What follows belongs to an exercise in optimizing a design on an open flow for small area; a production flow would make more cautious choices.
Only simulation tests tie the RTL to the original design; equivalence was not proved.
Power figures rest on the tool's default switching activity, not on a simulated workload.

[flow/constraint.sdc]
create_clock -name core_clock -period 12.0 [get_ports {clk}]
set_input_delay 2.4000 -clock core_clock [delete_from_list [all_inputs] [get_ports {clk}]]
set_output_delay 2.4000 -clock core_clock [all_outputs]
set_load 0.01 [all_outputs]
[flow/flow/run.sh]
#!/bin/bash
# The standard ORFS layout, with two changes:
# * ports are buffered with the smallest buffer (buf_1) instead of the default choice;
# * the clock tree is built from clkbuf_4 cells, with leaf clusters of up to 8 sinks
#   within 40 um, and without dummy loads.
# Each tool's output goes to the ORFS logs under orfs/logs; make's own output goes to
# standard.log in this folder.
set -euo pipefail
cat >> config.mk <<'EOC'
export BUFFER_PORTS_ARGS = -buffer_cell sky130_fd_sc_hd__buf_1
export CTS_ARGS = -sink_clustering_enable -repair_clock_nets -dont_use_dummy_load -buf_list sky130_fd_sc_hd__clkbuf_4 -sink_clustering_size 8 -sink_clustering_max_diameter 40
EOC
bash standard.sh > standard.log 2>&1
[flow/config.mk]
export PLATFORM = sky130hd
export DESIGN_NAME = j_acc_collector_mx_cell
export DESIGN_NICKNAME = j_acc_collector_mx_cell
export VERILOG_FILES = /design/flow/design.v
export SDC_FILE = /design/flow/constraint.sdc
export NUM_CORES = 4
export LEC_CHECK = 0
export ABC_AREA = 1
export CAP_MARGIN = 5
export CORE_MARGIN = 2
export CORE_UTILIZATION = 68
export SLEW_MARGIN = 5
export BUFFER_PORTS_ARGS = -buffer_cell sky130_fd_sc_hd__buf_1
export CTS_ARGS = -sink_clustering_enable -repair_clock_nets -dont_use_dummy_load -buf_list sky130_fd_sc_hd__clkbuf_4 -sink_clustering_size 8 -sink_clustering_max_diameter 40
[flow/design.v]
module j_acc_collector_mx_cell #(
  parameter int SRAM_DEPTH  = 1024,
  parameter int SRAM_ADDR_W = $clog2(SRAM_DEPTH)
) (
  input  logic                      clk,
  input  logic                      reset_n,
  input  logic                      collect_start,
  output logic                      collect_idle,
  input  logic [SRAM_ADDR_W*32-1:0] base_addr,
  input  logic [SRAM_ADDR_W-1:0]    img_size,
  input  logic [31:0]               serial_input,
  input  logic [31:0]               serial_en,
  input  logic [31:0]               serial_start,
  output logic                      sram_en,
  output logic                      sram_we,
  output logic [SRAM_ADDR_W-1:0]    sram_addr,
  output logic [31:0]               sram_wdata,
  output logic [31:0]               err_overflow,
  output logic [31:0]               err_frame
);
  localparam int NCH = 32;
  localparam int AW  = SRAM_ADDR_W;
  typedef enum logic [1:0] {S_IDLE = 2'd0, S_RUN = 2'd1, S_DONE = 2'd2} state_e;
  state_e         state_q;
  logic [4:0]     cnt_q   [NCH];
  logic [30:0]    shift_q [NCH];    
  logic [31:0]    hold_q  [NCH];    
  logic [AW-1:0]  base_q  [NCH];    
  logic [AW-1:0]  img_q;
  logic [AW-1:0]  left_q  [NCH];    
  logic [NCH-1:0] done_q;           
  logic [NCH-1:0] pending_q;
  logic [NCH-1:0] err_ovf_q, err_frm_q;
  logic [4:0]     ptr_q;
  logic           gnt_vld_q, sram_we_q;
  logic [AW-1:0]  gnt_addr_q, sram_addr_q;
  logic [31:0]    gnt_data_q, sram_wdata_q;
  localparam logic [4:0] CNT_LAST = 5'b10000;
  logic idle, run, start_ld;
  assign idle     = (state_q == S_IDLE);
  assign run      = (state_q == S_RUN);
  assign start_ld = idle & collect_start;
  logic [NCH-1:0] req, upper, m, gnt_lo, gnt_hi, gnt;
  logic           any_hi, any;
  logic [4:0]     gnt_idx;
  always_comb begin
    req = pending_q;
    for (int i = 0; i < NCH; i++) upper[i] = (5'(i) >= ptr_q);
    m = req & upper;
    gnt_lo = '0;
    gnt_hi = '0;
    for (int i = 0; i < NCH; i++) begin
      gnt_lo[i] = req[i] & ~|(req & ((NCH'(1) << i) - NCH'(1)));
      gnt_hi[i] = m[i] & ~|(m & ((NCH'(1) << i) - NCH'(1)));
    end
    any_hi = |m;
    any    = |req;
    gnt    = any_hi ? gnt_hi : gnt_lo;
    gnt_idx = '0;
    for (int i = 0; i < NCH; i++) gnt_idx = gnt_idx | (gnt[i] ? 5'(i) : 5'd0);
  end
  logic [31:0]   sel_data;
  logic [AW-1:0] sel_base, sel_left, sel_addr;
  logic          sel_last;
  always_comb begin
    sel_data = '0;
    sel_base = '0;
    sel_left = '0;
    for (int c = 0; c < NCH; c++) begin
      sel_data = sel_data | (hold_q[c] & {32{gnt[c]}});
      sel_base = sel_base | (base_q[c] & {AW{gnt[c]}});
      sel_left = sel_left | (left_q[c] & {AW{gnt[c]}});
    end
    sel_last = (sel_left == '0);
    sel_addr = sel_base + (img_q - sel_left);
  end
  logic [AW-1:0] left_nxt;
  assign left_nxt = start_ld ? img_size : sel_left - AW'(1);
  logic gnt_fire;
  assign gnt_fire = run & any;
  always_ff @(posedge clk or negedge reset_n) begin
    if (!reset_n) begin
      state_q   <= S_IDLE;
      err_ovf_q <= '0;
      err_frm_q <= '0;
      gnt_vld_q <= 1'b0;
      sram_we_q <= 1'b0;
    end else begin
      gnt_vld_q <= gnt_fire;
      sram_we_q <= gnt_vld_q;
      unique case (state_q)
        S_IDLE:  if (collect_start) state_q <= S_RUN;
        S_RUN:   if ((&done_q) && !gnt_vld_q) state_q <= S_DONE;
        default: state_q <= S_IDLE;
      endcase
      for (int c = 0; c < NCH; c++) begin
        if (start_ld) begin
          err_ovf_q[c] <= 1'b0;
          err_frm_q[c] <= 1'b0;
        end else if (run && serial_en[c]) begin
          if (serial_start[c] && cnt_q[c] != 5'd0) err_frm_q[c] <= 1'b1;
          if (!serial_start[c] && cnt_q[c] == CNT_LAST && pending_q[c] && !gnt[c] &&
              left_q[c] != '0)
            err_ovf_q[c] <= 1'b1;
        end
      end
    end
  end
  always_ff @(posedge clk) begin
    gnt_data_q   <= sel_data;
    gnt_addr_q   <= sel_addr;
    sram_wdata_q <= gnt_data_q;
    sram_addr_q  <= gnt_addr_q;
    if (start_ld) img_q <= img_size;
    if (start_ld) ptr_q <= '0;
    else if (gnt_fire) ptr_q <= gnt_idx + 5'd1;
    for (int c = 0; c < NCH; c++) begin
      if (serial_en[c]) shift_q[c] <= {serial_input[c], shift_q[c][30:1]};
      if (start_ld) cnt_q[c] <= '0;
      else if (serial_en[c]) cnt_q[c] <= serial_start[c] ? 5'd1 : {cnt_q[c][3:0], cnt_q[c][4] ^ cnt_q[c][2] ^ (cnt_q[c][3:0] == 4'd0)};
      if (serial_en[c] && !serial_start[c] && cnt_q[c] == CNT_LAST && (!pending_q[c] || gnt[c]))
        hold_q[c] <= {serial_input[c], shift_q[c]};
      if (start_ld) base_q[c] <= base_addr[c*AW +: AW];
      if (start_ld || gnt[c]) left_q[c] <= left_nxt;
      if (start_ld) begin
        pending_q[c] <= 1'b0;
        done_q[c]    <= 1'b0;
      end else begin
        if (gnt[c]) done_q[c] <= sel_last;
        if (!pending_q[c] || gnt[c])
          pending_q[c] <= serial_en[c] && !serial_start[c] && cnt_q[c] == CNT_LAST &&
                          !done_q[c] && !(gnt[c] && sel_last);
      end
    end
  end
  assign collect_idle = idle;
  assign sram_en      = sram_we_q;
  assign sram_we      = sram_we_q;
  assign sram_addr    = sram_addr_q;
  assign sram_wdata   = sram_wdata_q;
  assign err_overflow = err_ovf_q;
  assign err_frame    = err_frm_q;
endmodule
[flow/standard.sh]
#!/bin/bash
# synth_recipe.tcl (not shown) runs the flow's synth.tcl, then flattens the netlist and writes it again
# the make line also repeats each setting of config.mk as NAME=value (left out here)
make -C /OpenROAD-flow-scripts/flow DESIGN_CONFIG=/design/flow/config.mk WORK_HOME=/design/flow/orfs CLKGATE_MAP_FILE= SYNTH_SCRIPT=/design/flow/synth_recipe.tcl "${@:-finish}"
==> impl_metrics.env, run 1 <==
export IMPL_insertion_delay_ns=1.49
export IMPL_peakVddDrop_mv=1.405
export IMPL_p_seq_share_pct=49.8
export IMPL_drt_iter0_markers=8639
export IMPL_clock_path_buffers=4
export IMPL_critPathLaunchType="flip-flop"
export IMPL_via_count=66275
export IMPL_clockPowerShare_pct=16.8
export IMPL_min_path_type="reg -> reg"
export IMPL_ctsHoldBuffers=0
export IMPL_synth_common_cells="edfxtp_1 (2,666), nand2_1 (1,486), inv_1 (698), nand3_1 (335), dfxtp_1 (313)"
export IMPL_die_y_um=405.8
export IMPL_synth_edf_count=2666
export IMPL_yosysWarnings=6
export IMPL_finalCritPeriodShare_pct=62.79
export IMPL_synth_sequential_area_ratio_pct=80.19
export IMPL_cp_num_cells=27
export IMPL_postSynthAreaPerCell_um2=14.59
export IMPL_rsz0062_at_grt="false"
export IMPL_dieArea_mm2=0.1647
export IMPL_via_per_inst=6.265
export IMPL_synthArstFlopShare_pct=2.232
export IMPL_grt_pass1_vias=64619
export IMPL_ys_ff_latch=3047
export IMPL_critPathRequiredTime_ns=13.32
export IMPL_nNetsFinal=8854
export IMPL_grt_max_degree=154
export IMPL_core_mm2=0.1604
export IMPL_antenna_found_initial=23
export IMPL_worst_path_largest_cell_delay_ns=0.96
export IMPL_drive_above_1_share_pct=8.903
export IMPL_crit_family="simple AND/OR/NAND/NOR gates"
export IMPL_clock_sinks=3047
export IMPL_power_density_mw_per_mm2=244.6
export IMPL_worstHoldPathCells=0
export IMPL_power_leakage_uw=0.04222
export IMPL_cts_tree="built"
export IMPL_relSlewSlack_pct=9.118
export IMPL_syn_to_final_growth_pct=7.524
export IMPL_gp_congestion=0.9724
export IMPL_power_switching_uw=10870
export IMPL_grt_pass1_wl_um=419900
export IMPL_grt_overflow=0
export IMPL_post_cts_buffers=0
export IMPL_grt_usage_pct=36.15
export IMPL_path_class="reg -> reg"
export IMPL_fin_area_mm2=0.1180
export IMPL_crit_slowest_cell="nor3_1"
export IMPL_netlist_area_mm2=0.1098
export IMPL_io_buffers=537
export IMPL_start_util_pct=68.44
export IMPL_ff2ff_setup_slack_ns=4.47
export IMPL_wl_per_cell_um=28.19
export IMPL_yosys_area_top_type="edfxtp_1"
export IMPL_fmax_mhz=132.7
export IMPL_syn_nets=7974
export IMPL_netlist_instances=7524
export IMPL_postRouteAntennaNets=0
export IMPL_status="complete, no violations"
export IMPL_rows=147
export IMPL_p_int_uw=18000
export IMPL_htreeDepth=5
export IMPL_place_area_mm2=0.1146
export IMPL_cp_end_kind="flip-flop"
export IMPL_fin_crit_ns=7.535
export IMPL_path_clk_slew_ns=0.10
export IMPL_cts_resized=0
export IMPL_hold_violations=0
export IMPL_crit_fanout=29
export IMPL_synth_area_leaders="edfxtp_1 (73%), dfxtp_1 (5.7%), nand2_1 (5.1%), inv_1 (2.4%), dfrtp_1 (1.6%)"
export IMPL_io_pins=538
export IMPL_routed_wl_um=298200
export IMPL_crit_arrival_ns=8.85
export IMPL_drc=0
export IMPL_yosysMostFrequentCell="edfxtp_1"
export IMPL_numCtsBuffers=447
export IMPL_maxSlewViolCount=0
export IMPL_path_buf_inv=5
export IMPL_dp_hpwl_um=213500
export IMPL_worstMarginPinSlew_ns=1.360
export IMPL_cts_root_buf="clkbuf_4"
export IMPL_p_comb_share_pct=33.3
export IMPL_fin_skew_ns=0.1688
export IMPL_synthFlopType="edfxtp_1"
export IMPL_setup_tns_ns=0
export IMPL_first_pass_iters=9
export IMPL_r2r_cells=27
export IMPL_swShare_pct=37.64
export IMPL_setup_violations=0
export IMPL_die_x_um=405.8
export IMPL_synth_distinct_cells=55
export IMPL_synth_top_area_share_pct=72.93
export IMPL_drv_cap=0
## power by group through the flow
stage               Sequential, uW  Combinational (uW)  Clock, uW
finish                       14400                9630       4850
global route                 14500               10200       5290
CTS                          14400                9590       4920
detailed placement           14600                9560          0
global placement             14600                9480          0
floorplan                    14500                4950          0
## layout make-up
| type | instances | area [um^2] |
|---|---|---|
| sequential | 3047 | 88020 |
| fill | 10080 | 42350 |
| multi-input combinational | 3519 | 18080 |
| clock buffer | 447 | 3356 |
| timing repair buffer | 681 | 3166 |
| tap | 2160 | 2703 |
| inverter | 708 | 2668 |
| antenna | 16 | 40.04 |
## metal layers
metal  routed length, um  GRT usage (%)  share of wire [%]
met2              142500          57.56                 48
met1              108400          47.22                 36
met3               28640          6.944                9.6
met4               18580          20.94                6.2
met5                 119              0              0.040
## worst reg2reg max path, cell delays in order (launching register included)
cell,delay [ns]
dfxtp_1,0.55
inv_2,0.23
nand2_4,0.08
inv_2,0.11
nand3_1,0.19
nand2_1,0.17
nor2_1,0.11
nand2_2,0.13
inv_2,0.08
nand3b_1,0.13
nand2_2,0.46
a22o_1,0.39
a221oi_1,0.43
nand3_1,0.15
nor2_1,0.69
nand4_1,0.79
nor3_1,0.97
fa_1,0.57
inv_1,0.07
ha_1,0.22
inv_1,0.09
o21ai_0,0.09
a21o_1,0.18
nand2_1,0.07
nand2_1,0.05
a21oi_1,0.15
xor2_1,0.19
xor2_1,0.15
## stage by stage
| stage | cells | hold WS (ns) | setup slack (ns) | total power (uW) | util [%] |
|---|---|---|---|---|---|
| detailed placement | 10115 | 0.3121 | 4.571 | 24170 | 71.48 |
| finish | 10578 | 0.3219 | 4.465 | 28870 | 73.59 |
| floorplan | 7524 | 0.3096 | 4.360 | 19450 | - |
| global placement | 10115 | 0.3103 | 4.620 | 24050 | 71.48 |
| global route | 10572 | 0.3329 | 4.182 | 29970 | 73.58 |
| CTS | 10562 | 0.3263 | 4.570 | 28880 | 73.57 |
## state kept, by name, indices dropped and copies added, names as in the netlist, 10 cells and up
| name | flops |
|---|---|
| err_ovf_q | 32 |
| err_frm_q | 32 |
| pending_q | 32 |
| base_q | 320 |
| left_q | 320 |
| done_q | 32 |
| cnt_q | 160 |
| hold_q | 1024 |
| gnt_addr_q | 10 |
| sram_addr_q | 10 |
| shift_q | 992 |
| sram_wdata_q | 32 |
| img_q | 10 |
| gnt_data_q | 32 |
## cells by family after synthesis
family | after synthesis | synth area share (%)
adder cells (fa/ha/maj) | 21 | 0.3009
AND/OR/NAND/NOR | 2578 | 10.33
AO/OA/AOI/OAI | 907 | 5.586
buffers and inverters | 958 | 3.495
flip-flops | 3047 | 80.19
XOR/XNOR | 13 | 0.1037
## final timing paths
kind / startpoint / endpoint
worst min-delay path: gnt_data_q[0]$_DFF_P_ / sram_wdata_q[0]$_DFF_P_
worst max register to register: ptr_q[4]$_SDFFE_PP0P_ / gnt_addr_q[9]$_DFF_P_
worst min register to register: gnt_data_q[0]$_DFF_P_ / sram_wdata_q[0]$_DFF_P_
worst max-delay path: ptr_q[4]$_SDFFE_PP0P_ / gnt_addr_q[9]$_DFF_P_
max in group asynchronous: reset_n / err_frm_q[2]$_DFFE_PN0P_
min in group asynchronous: reset_n / err_frm_q[21]$_DFFE_PN0P_
## cell usage in the layout (no fill, tap or decap), types with 47 or more instances in the layout
cell      count
clkbuf_4    448
buf_4       142
inv_1       697
a22o_1      191
nand2_1    1460
dfrtp_1      68
nor3_1       90
a21oi_1     202
nor2_1      284
buf_1       504
o21ai_0     161
o22ai_1      98
a211oi_1     47
nor4_1      127
edfxtp_1   2666
a221oi_1     83
nand4_1     177
dfxtp_1     313
nand3_1     335
==> inputs of run 2 (changes only) <==
==> flow/flow/run.sh (replaced) <==
#!/bin/bash
# The standard ORFS layout, with two changes:
# * ports are buffered with the smallest buffer (buf_1) instead of the default choice;
# * the clock tree is built from clkbuf_4 cells, with leaf clusters of up to 10 sinks
#   within 40 um, and without dummy loads.
# Each tool's output goes to the ORFS logs under orfs/logs; make's own output goes to
# standard.log in this folder.
set -euo pipefail
cat >> config.mk <<'EOC'
export BUFFER_PORTS_ARGS = -buffer_cell sky130_fd_sc_hd__buf_1
export CTS_ARGS = -sink_clustering_enable -repair_clock_nets -dont_use_dummy_load -buf_list sky130_fd_sc_hd__clkbuf_4 -sink_clustering_size 10 -sink_clustering_max_diameter 40
EOC
bash standard.sh > standard.log 2>&1
--- a/flow/config.mk
+++ b/flow/config.mk
@@ -11,4 +11,4 @@
 export CORE_UTILIZATION = 68
 export SLEW_MARGIN = 5
 export BUFFER_PORTS_ARGS = -buffer_cell sky130_fd_sc_hd__buf_1
-export CTS_ARGS = -sink_clustering_enable -repair_clock_nets -dont_use_dummy_load -buf_list sky130_fd_sc_hd__clkbuf_4 -sink_clustering_size 8 -sink_clustering_max_diameter 40
+export CTS_ARGS = -sink_clustering_enable -repair_clock_nets -dont_use_dummy_load -buf_list sky130_fd_sc_hd__clkbuf_4 -sink_clustering_size 10 -sink_clustering_max_diameter 40
==> impl_metrics.env, run 2 <==
export IMPL_rsz0062_at_grt="false"
export IMPL_relSlewSlack_pct=5.771
export IMPL_worst_path_largest_cell_delay_ns=1.06
export IMPL_crit_slowest_cell="nor4_1"
export IMPL_critPathLaunchType="flip-flop"
export IMPL_swShare_pct=37.77
export IMPL_synth_distinct_cells=55
export IMPL_post_cts_buffers=0
export IMPL_io_pins=538
export IMPL_postSynthAreaPerCell_um2=14.59
export IMPL_synth_mux_area_share_pct=0
export IMPL_hp_start="gnt_data_q[19]$_DFF_P_"
export IMPL_cp_end_kind="flip-flop"
export IMPL_setup_tns_ns=0
export IMPL_via_count=65932
export IMPL_r2r_cells=31
export IMPL_cts_resized=0
export IMPL_layout_commonest_cell="edfxtp_1"
export IMPL_synth_simple_area_share_pct=10.33
export IMPL_path_clk_slew_ns=0.10
export IMPL_synth_sequential_area_ratio_pct=80.19
export IMPL_htreeDepth=5
export IMPL_crit_path_frequent_cell="nand2_1"
export IMPL_clock_path_buffers=4
export IMPL_ctsHoldBuffers=0
export IMPL_crit_arrival_ns=8.79
export IMPL_r2r_start="ptr_q[4]$_SDFFE_PP0P_"
export IMPL_power_switching_uw=10800
export IMPL_drc=0
export IMPL_worstMarginPinSlew_ns=1.413
export IMPL_clock_sinks=3047
export IMPL_final_cell_mix="edfxtp_1 (2,666), nand2_1 (1,460), inv_1 (697)"
export IMPL_wl_per_cell_um=28.24
export IMPL_synth_xor_area_share_pct=0.1037
export IMPL_critPathRequiredTime_ns=13.20
export IMPL_core_mm2=0.1604
export IMPL_hold_end="sram_wdata_q[19]$_DFF_P_"
export IMPL_grt_overflow=0
export IMPL_cts_tree="built"
export IMPL_numCtsBuffers=389
export IMPL_synth_area_leaders="edfxtp_1 (73%), dfxtp_1 (5.7%), nand2_1 (5.1%), inv_1 (2.4%), dfrtp_1 (1.6%)"
export IMPL_dp_cells=10115
export IMPL_first_pass_iters=6
export IMPL_synth_common_cells="edfxtp_1 (2,666), nand2_1 (1,486), inv_1 (698), nand3_1 (335), dfxtp_1 (313)"
export IMPL_grt_usage_pct=36.06
export IMPL_maxSlewViolCount=0
export IMPL_final_cells=10520
export IMPL_status="complete, no violations"
export IMPL_die_x_um=405.8
export IMPL_ff2ff_setup_slack_ns=4.41
export IMPL_largest_reg_flops=1024
export IMPL_setup_violations=0
export IMPL_clockPowerShare_pct=16.0
export IMPL_gp_congestion=0.9724
export IMPL_finalCritPeriodShare_pct=63.26
export IMPL_die_y_um=405.8
export IMPL_path_class="reg -> reg"
export IMPL_grt_pass1_vias=63995
export IMPL_io_buffers=537
export IMPL_drv_cap=0
export IMPL_synthArstFlopShare_pct=2.232
export IMPL_peakVddDrop_mv=1.367
export IMPL_postRouteAntennaNets=0
export IMPL_netlist_area_mm2=0.1098
export IMPL_drive_above_1_share_pct=8.269
export IMPL_yosysMostFrequentCell="edfxtp_1"
export IMPL_dieArea_mm2=0.1647
export IMPL_synthFlopType="edfxtp_1"
export IMPL_crit_fanout=42
export IMPL_power_leakage_uw=0.04195
export IMPL_hold_violations=0
export IMPL_synth_top_area_share_pct=72.93
export IMPL_power_density_mw_per_mm2=243.1
export IMPL_cts_root_buf="clkbuf_4"
export IMPL_top_regs="hold_q: 1024 flops, shift_q: 992 flops"
export IMPL_synth_top_family_by_area="simple AND/OR/NAND/NOR gates"
export IMPL_syn_to_final_growth_pct=7.128
export IMPL_grt_max_degree=154
export IMPL_start_util_pct=68.44
export IMPL_antenna_found_initial=24
export IMPL_synth_compound_area_share_pct=5.586
export IMPL_yosys_area_top_type="edfxtp_1"
export IMPL_p_int_uw=17790
export IMPL_syn_nets=7974
export IMPL_synth_adder_area_share_pct=0.3009
export IMPL_fmax_mhz=131.7
export IMPL_nNetsFinal=8796
export IMPL_grt_pass1_wl_um=418600
export IMPL_r2r_end="gnt_addr_q[9]$_DFF_P_"
export IMPL_routed_wl_um=297100
export IMPL_via_per_inst=6.267
export IMPL_fin_crit_ns=7.592
export IMPL_dp_hpwl_um=213500
export IMPL_drt_iter0_markers=9242
export IMPL_netlist_instances=7524
export IMPL_yosysWarnings=6
export IMPL_worstHoldPathCells=0
export IMPL_ys_ff_latch=3047
export IMPL_insertion_delay_ns=1.44
export IMPL_top_register="hold_q"
export IMPL_fillerInstances=10075
export IMPL_fin_skew_ns=0.1514
export IMPL_min_path_type="reg -> reg"
export IMPL_p_comb_share_pct=33.7
export IMPL_rows=147
export IMPL_p_seq_share_pct=50.3
export IMPL_synth_edf_count=2666
run 2: cell counts after synthesis:
No cell type changed its count.
run 2: cell families after synthesis:
kind of cell	after synthesis
fa+ha+maj	21
buf+inv	958
flops	3047
xor+xnor	13
simple gates	2578
compound gates	907
run 2: power by group through the flow:
stage | Clock (uW) | Sequential (uW) | Combinational, uW
6_report | 4570 | 14400 | 9620
5_1_grt | 4980 | 14500 | 10200
4_1_cts | 4630 | 14400 | 9590
3_5_place_dp | 0 | 14600 | 9560
3_3_place_gp | 0 | 14600 | 9480
2_1_floorplan | 0 | 14500 | 4950
run 2: area by class of cell:
class                   count  area (um^2)  share of cell area (%)
repair buffers            681         3166                   2.692
clock buffers             389         2920                   2.483
well taps                2160         2703                   2.298
flip-flops and latches   3047        88020                   74.85
multi-input cells        3519        18080                   15.37
diodes                     16        40.04                 0.03405
inverters                 708         2668                   2.268
run 2: worst max path at each step:
stage | cells after the start | from | to | slack [ns]
floorplan | 3 | collect_start | base_q[0][0]$_DFFE_PP_ | 4.36
global placement | 27 | ptr_q[4]$_SDFFE_PP0P_ | gnt_addr_q[9]$_DFF_P_ | 4.62
detailed placement | 28 | ptr_q[4]$_SDFFE_PP0P_ | gnt_addr_q[9]$_DFF_P_ | 4.57
CTS | 28 | ptr_q[4]$_SDFFE_PP0P_ | gnt_addr_q[9]$_DFF_P_ | 4.51
global route | 27 | ptr_q[4]$_SDFFE_PP0P_ | gnt_addr_q[9]$_DFF_P_ | 4.10
finish | 31 | ptr_q[4]$_SDFFE_PP0P_ | gnt_addr_q[9]$_DFF_P_ | 4.41
run 2: stage by stage:
stage / worst slack, ns / utilization, % / hold slack [ns] / instance area, um^2 / total power, uW
2_1_floorplan: 4.360 / - / 0.3096 / 109800 / 19450
4_1_cts: 4.511 / 73.30 / 0.3320 / 117600 / 28590
3_5_place_dp: 4.571 / 71.48 / 0.3121 / 114600 / 24170
6_report: 4.408 / 73.32 / 0.3262 / 117600 / 28590
3_3_place_gp: 4.620 / 71.48 / 0.3103 / 114600 / 24050
5_1_grt: 4.096 / 73.31 / 0.3356 / 117600 / 29650
run 2: worst max-delay path, delay by kind of cell, from the launching register on:
kind / cells / cell delay [ns]
and+or+nand+nor: 13 / 3.43
AOI/OAI and AO/OA: 8 / 1.38
xor gates and xnor gates: 2 / 0.35
buffers and inverters: 6 / 0.94
DFF: 1 / 0.54
adders and majority gates: 2 / 0.74
run 2: layer usage:
layer / up-vias / wire length (um) / track usage (%)
li1: 28851 / - / -
met2: 4021 / 141900 / 57.63
met4: 18 / 18260 / 19.99
met3: 752 / 28650 / 6.158
met1: 32290 / 108100 / 47.87
met5: - / 129 / 0

==> port drivers added, routing unchanged <==
Ports are ideal in the flow. The routed layouts listed here were re-timed in OpenROAD. Step 1 (the two cells are an assumption about what drives the block):
set clk [get_ports {clk}]
set_driving_cell -lib_cell sky130_fd_sc_hd__clkbuf_16 $clk
set_driving_cell -lib_cell sky130_fd_sc_hd__buf_2 [delete_from_list [all_inputs] $clk]
Step 2 times the ports against the registers' clock, not the clock port: input delays grow and output delays shrink by t, the midpoint of the rising clock arrivals with the driver on. Slacks: no drivers / after step 1 / after step 2; pairs: no drivers / after step 1.
run | t (ns) | slack for setup (ns) | worst setup path at the end
run 1 | 1.492 | 4.465 / 4.465 / 4.465 | register to register
run 2 | 1.459 | 4.408 / 4.408 / 4.408 | register to register
After both steps setup and hold are still met in every run listed.
